Background: an optimization exercise with open tools, aiming at small area, a short achievable clock period and few clock cycles. Do not read the settings as production practice.
At most, simulation tests tie the RTL to the original design; equivalence was not proved.
No activity file was given, so power comes from the tool's default toggle rates.

Setup of P:
Design ccl_centroid, start of the top module:
module ccl_centroid (
    input  logic                      clk,
    input  logic                      reset,
    input  logic                      img_vsync,
    input  logic                      img_href,
    input  logic                      img_bit,
    output logic                      region_valid,
    output ccl_region_pkg::label_t    region_label,
    output ccl_region_pkg::area_t     region_area,
    output ccl_region_pkg::centroid_t centroid_x,
    output ccl_region_pkg::centroid_t centroid_y,
    output logic                      report_done
);
export LEC_CHECK = 0
export CAP_MARGIN = 20
export CORE_MARGIN = 2
export CORE_UTILIZATION = 40
export SLEW_MARGIN = 20
create_clock -name core_clock -period 34.0 [get_ports {clk}]
run.sh (not shown) runs the stock make flow with config.mk's settings and CLKGATE_MAP_FILE= SYNTH_SCRIPT=/design/flow/synth_recipe.tcl, a recipe that flattens the netlist after the stock synthesis.
Here is what was changed in the inputs of Q compared with P.
Settings: setting CTS_BUF_LIST to sky130_fd_sc_hd__clkbuf_8 for the first time; changing CORE_UTILIZATION from 40 to 65; setting CTS_CLUSTER_SIZE to 30 for the first time.
### Flow results
Against P, Q reports a combinational cell fraction of total power that is higher. For P, the launching element of the worst setup path was sel[21]$_DFFE_PP_, unlike Q, where it was sel[22]$_DFFE_PP_. Comparing P against Q, there is no change at all in final max-slew violation count. P → Q: insertion delay of the later-clocked pin in the worst-skew pair grew by 0.12 ns; clock network area share went down by 0.33 points; initial cell density of the core shows an increase of 25 points.
No functional check of the RTL was part of any run of this note.


## amber
Another version of the RTL of ccl_centroid (not shown whole).
For scale: roughly 3,000 cells after synthesis, ~1,200 flip-flops, roughly 39 I/O pins, about 46,000 um^2 of cells after synthesis.
clock: 34.0 ns
lec_check: 0
cap_margin: 20
core_margin: 2
core_utilization: 55
cts_cluster_diameter: 100
cts_cluster_size: 20
slew_margin: 20
standard.sh (not shown) runs the stock make flow with config.mk's settings and CLKGATE_MAP_FILE= SYNTH_SCRIPT=/design/flow/synth_recipe.tcl, a recipe that flattens the netlist after the stock synthesis.
==> flow/flow/run.sh <==
#!/bin/bash
# Standard ORFS layout, except that the port buffers are buf_4 cells rather
# than the delay buffers buffer_ports picks by default.
set -euo pipefail
bash standard.sh BUFFER_PORTS_ARGS="-buffer_cell sky130_fd_sc_hd__buf_4" finish > flow_make.log 2>&1
Input changes introduced in tundra (baseline for comparison: amber):
diff --git a/flow/config.mk b/flow/config.mk
--- a/flow/config.mk
+++ b/flow/config.mk
@@ -8,6 +8,6 @@
 export CAP_MARGIN = 20
 export CORE_MARGIN = 2
-export CORE_UTILIZATION = 55
-export CTS_CLUSTER_DIAMETER = 100
-export CTS_CLUSTER_SIZE = 20
+export CORE_UTILIZATION = 40
+export CTS_CLUSTER_DIAMETER = 150
+export CTS_CLUSTER_SIZE = 24
 export SLEW_MARGIN = 20
--- outcome ---
Compared with amber, in tundra area of all placed cells without fillers level, global-route wire length before repair went down by 2.0%, multi-input logic portion of the cell area comparable, setup slack shows a reduction of 57 ps, initial antenna violation count higher. [compare] base=amber new=tundra: global-route usage fell 9.7 points, worst path arrival time rose 60 ps, final total power fell 2.5%, area of the die rose 37%.
Relative to tundra, the following input files were edited for willow:
diff --git a/flow/config.mk b/flow/config.mk
--- a/flow/config.mk
+++ b/flow/config.mk
@@ -6,8 +6,7 @@
 export NUM_CORES = 4
 export LEC_CHECK = 0
+export ABC_AREA = 1
 export CAP_MARGIN = 20
 export CORE_MARGIN = 2
 export CORE_UTILIZATION = 40
-export CTS_CLUSTER_DIAMETER = 150
-export CTS_CLUSTER_SIZE = 24
 export SLEW_MARGIN = 20
From tundra to willow the numbers moved as follows: switching share of power higher, average via count per standard cell lower.
willow went all the way through the flow, and no timing, DRC or antenna check failed.
tundra → willow: sequential share of layout area fell by 4.1 points; clock-buffer cell count rose by about 100%.
Relative to tundra, the die area measured on willow has increased slightly.
The top routing layer in use comes out met4 in one run and met5 in the other, namely in willow and tundra respectively.
willow vs tundra — first-iteration DRC count rose about 1.2%.
Setup changes, willow to violet
diff --git a/flow/config.mk b/flow/config.mk
--- a/flow/config.mk
+++ b/flow/config.mk
@@ -6,5 +6,4 @@
 export NUM_CORES = 4
 export LEC_CHECK = 0
-export ABC_AREA = 1
 export CAP_MARGIN = 20
 export CORE_MARGIN = 2
## What came out
- For the net count of the mapped netlist, violet came in 780 lower than willow did.
- Comparing willow and violet, xor/xnor cell area share of the yosys netlist is higher on violet.
- violet vs willow: die area down slightly
- Going from willow to violet, final cell area excluding filler cells shrinks by 1300 um^2.
Function was not checked in any run of this note: the RTL went through the layout flow alone.


run 1:
ccl_centroid, a different RTL version from the one above (not shown whole).
Size in the first run: ~3000 cells after synthesis, ~1200 flip-flops, roughly 39 I/O pins, ~0.047 sq mm of cells after synthesis.
Design ccl_centroid, start of the top module:
module ccl_centroid (
    input  logic                      clk,
    input  logic                      reset,
    input  logic                      img_vsync,
    input  logic                      img_href,
    input  logic                      img_bit,
    output logic                      region_valid,
    output ccl_region_pkg::label_t    region_label,
    output ccl_region_pkg::area_t     region_area,
    output ccl_region_pkg::centroid_t centroid_x,
    output ccl_region_pkg::centroid_t centroid_y,
    output logic                      report_done
);
    logic                   rst_q;
    logic                   pix_valid;
    logic                   pix_bit;
    ccl_frame_pkg::coord_t  pix_x;
    ccl_frame_pkg::coord_t  pix_y;
    logic                   frame_start;
    logic                   frame_end;
    ccl_region_pkg::label_t cur_label;
    logic                   need_new;
    ccl_region_pkg::label_t n_labels;
    logic                   acc_en;
    logic                   acc_new;
    ccl_frame_pkg::coord_t  acc_x;
    ccl_frame_pkg::coord_t  acc_y;
    ccl_region_pkg::label_t addr;       
    logic [31:1]            sel;        
    logic                   busy;
  ...
export LEC_CHECK = 0
export CAP_MARGIN = 20
export CORE_MARGIN = 2
export CORE_UTILIZATION = 40
export CTS_CLUSTER_DIAMETER = 150
export CTS_CLUSTER_SIZE = 24
export SLEW_MARGIN = 20
create_clock -name core_clock -period 34.0 [get_ports {clk}]
run.sh (not shown) runs the stock make flow with config.mk's settings and CLKGATE_MAP_FILE= SYNTH_SCRIPT=/design/flow/synth_recipe.tcl, a recipe that flattens the netlist after the stock synthesis.
Stock flow here: none of the scripts above is used.
Run 1 finished end to end and its layout was clean on timing, DRC and antenna.
Testbench counts of run 1, summed over its fixed seeds: cycles 56,369.
### run 1 -> run 2
Settings: swapping 150 for 120 in CTS_CLUSTER_DIAMETER; swapping 40 for 60 in CORE_UTILIZATION; swapping 24 for 28 in CTS_CLUSTER_SIZE.
==> flow/flow/run.sh (new file) <==
#!/bin/bash
# Standard ORFS layout, except that the port buffers are buf_4 cells rather
# than the delay buffers buffer_ports picks by default.
set -euo pipefail
bash standard.sh BUFFER_PORTS_ARGS="-buffer_cell sky130_fd_sc_hd__buf_4" finish > flow_make.log 2>&1
==> flow/standard.sh (new file) <==
#!/bin/bash
# synth_recipe.tcl (not shown) runs the flow's synth.tcl, then flattens the netlist and writes it again
# the make line also repeats each setting of config.mk as NAME=value (left out here)
make -C /OpenROAD-flow-scripts/flow DESIGN_CONFIG=/design/flow/config.mk WORK_HOME=/design/flow/orfs CLKGATE_MAP_FILE= SYNTH_SCRIPT=/design/flow/synth_recipe.tcl "${@:-finish}"
removed: flow/run.sh
- Worst hold slack essentially unchanged between run 1 and run 2.
- Run 2 vs. run 1: static leakage power went down by about 0.32%.
- Looking only at width of the chip, and setting everything else aside, the lower value of run 2 and run 1 goes to run 2.
- Number of global-route vias before repair came out higher on run 2 than on run 1.
[inputs] run 3 vs run 2
Settings: swapping 60 for 40 in CORE_UTILIZATION; swapping 28 for 24 in CTS_CLUSTER_SIZE; swapping 120 for 150 in CTS_CLUSTER_DIAMETER.
==> comparison <==
Across run 3 and run 2, the outcome is the same: a clean finish for every run. In run 3, the die area came out 49% above the value in run 2. Run 3 ends up with a slack of the worst reg-to-reg path that is 280 ps higher than in run 2. Area fraction in compound gates after synthesis: run 2 vs run 3 identical. Summary of run 3 over run 2: overall power consumption +1.4%; wire length on met2 +about 4.6%.

## what the ideal ports hide
In the flow no input, the clock included, has a driving cell. The finished layouts below were timed again as built, in two steps. Step 1, drivers: a clkbuf_16 drives clk and a buf_2 each remaining input, both assumed. Step 2 also shifts input and output timing later by t, the mid clock arrival at the registers, as if the neighbouring blocks saw the same clock. Three values: ideal ports, drivers, drivers and shift; two values: the first two.
run	t, ns	setup slack, ns	hold slack, ns	worst setup path after step 2	clock arrival spread, ns
P	0.773	23.814 / 23.814 / 23.814	0.322 / 0.322 / 0.322	register to register	0.076 / 0.076
Q	0.897	23.714 / 23.714 / 23.714	0.327 / 0.327 / 0.327	register to register	0.058 / 0.058
amber	0.720	25.957 / 25.886 / 26.243	0.330 / 0.330 / 0.330	register to register	0.036 / 0.036
tundra	0.741	25.900 / 25.828 / 26.569	0.324 / 0.324 / 0.324	register to output	0.089 / 0.090
willow	0.776	25.852 / 25.782 / 26.558	0.300 / 0.300 / 0.300	register to output	0.054 / 0.054
violet	0.764	25.893 / 25.819 / 26.584	0.325 / 0.325 / 0.325	register to output	0.061 / 0.061
run 1	0.760	25.491 / 25.427 / 26.188	0.337 / 0.337 / 0.337	register to output	0.075 / 0.075
run 2	0.717	25.941 / 25.872 / 26.193	0.338 / 0.338 / 0.338	register to register	0.041 / 0.040
run 3	0.770	25.902 / 25.833 / 26.471	0.335 / 0.335 / 0.335	register to register	0.061 / 0.062
After both steps setup and hold are still met in every run listed.
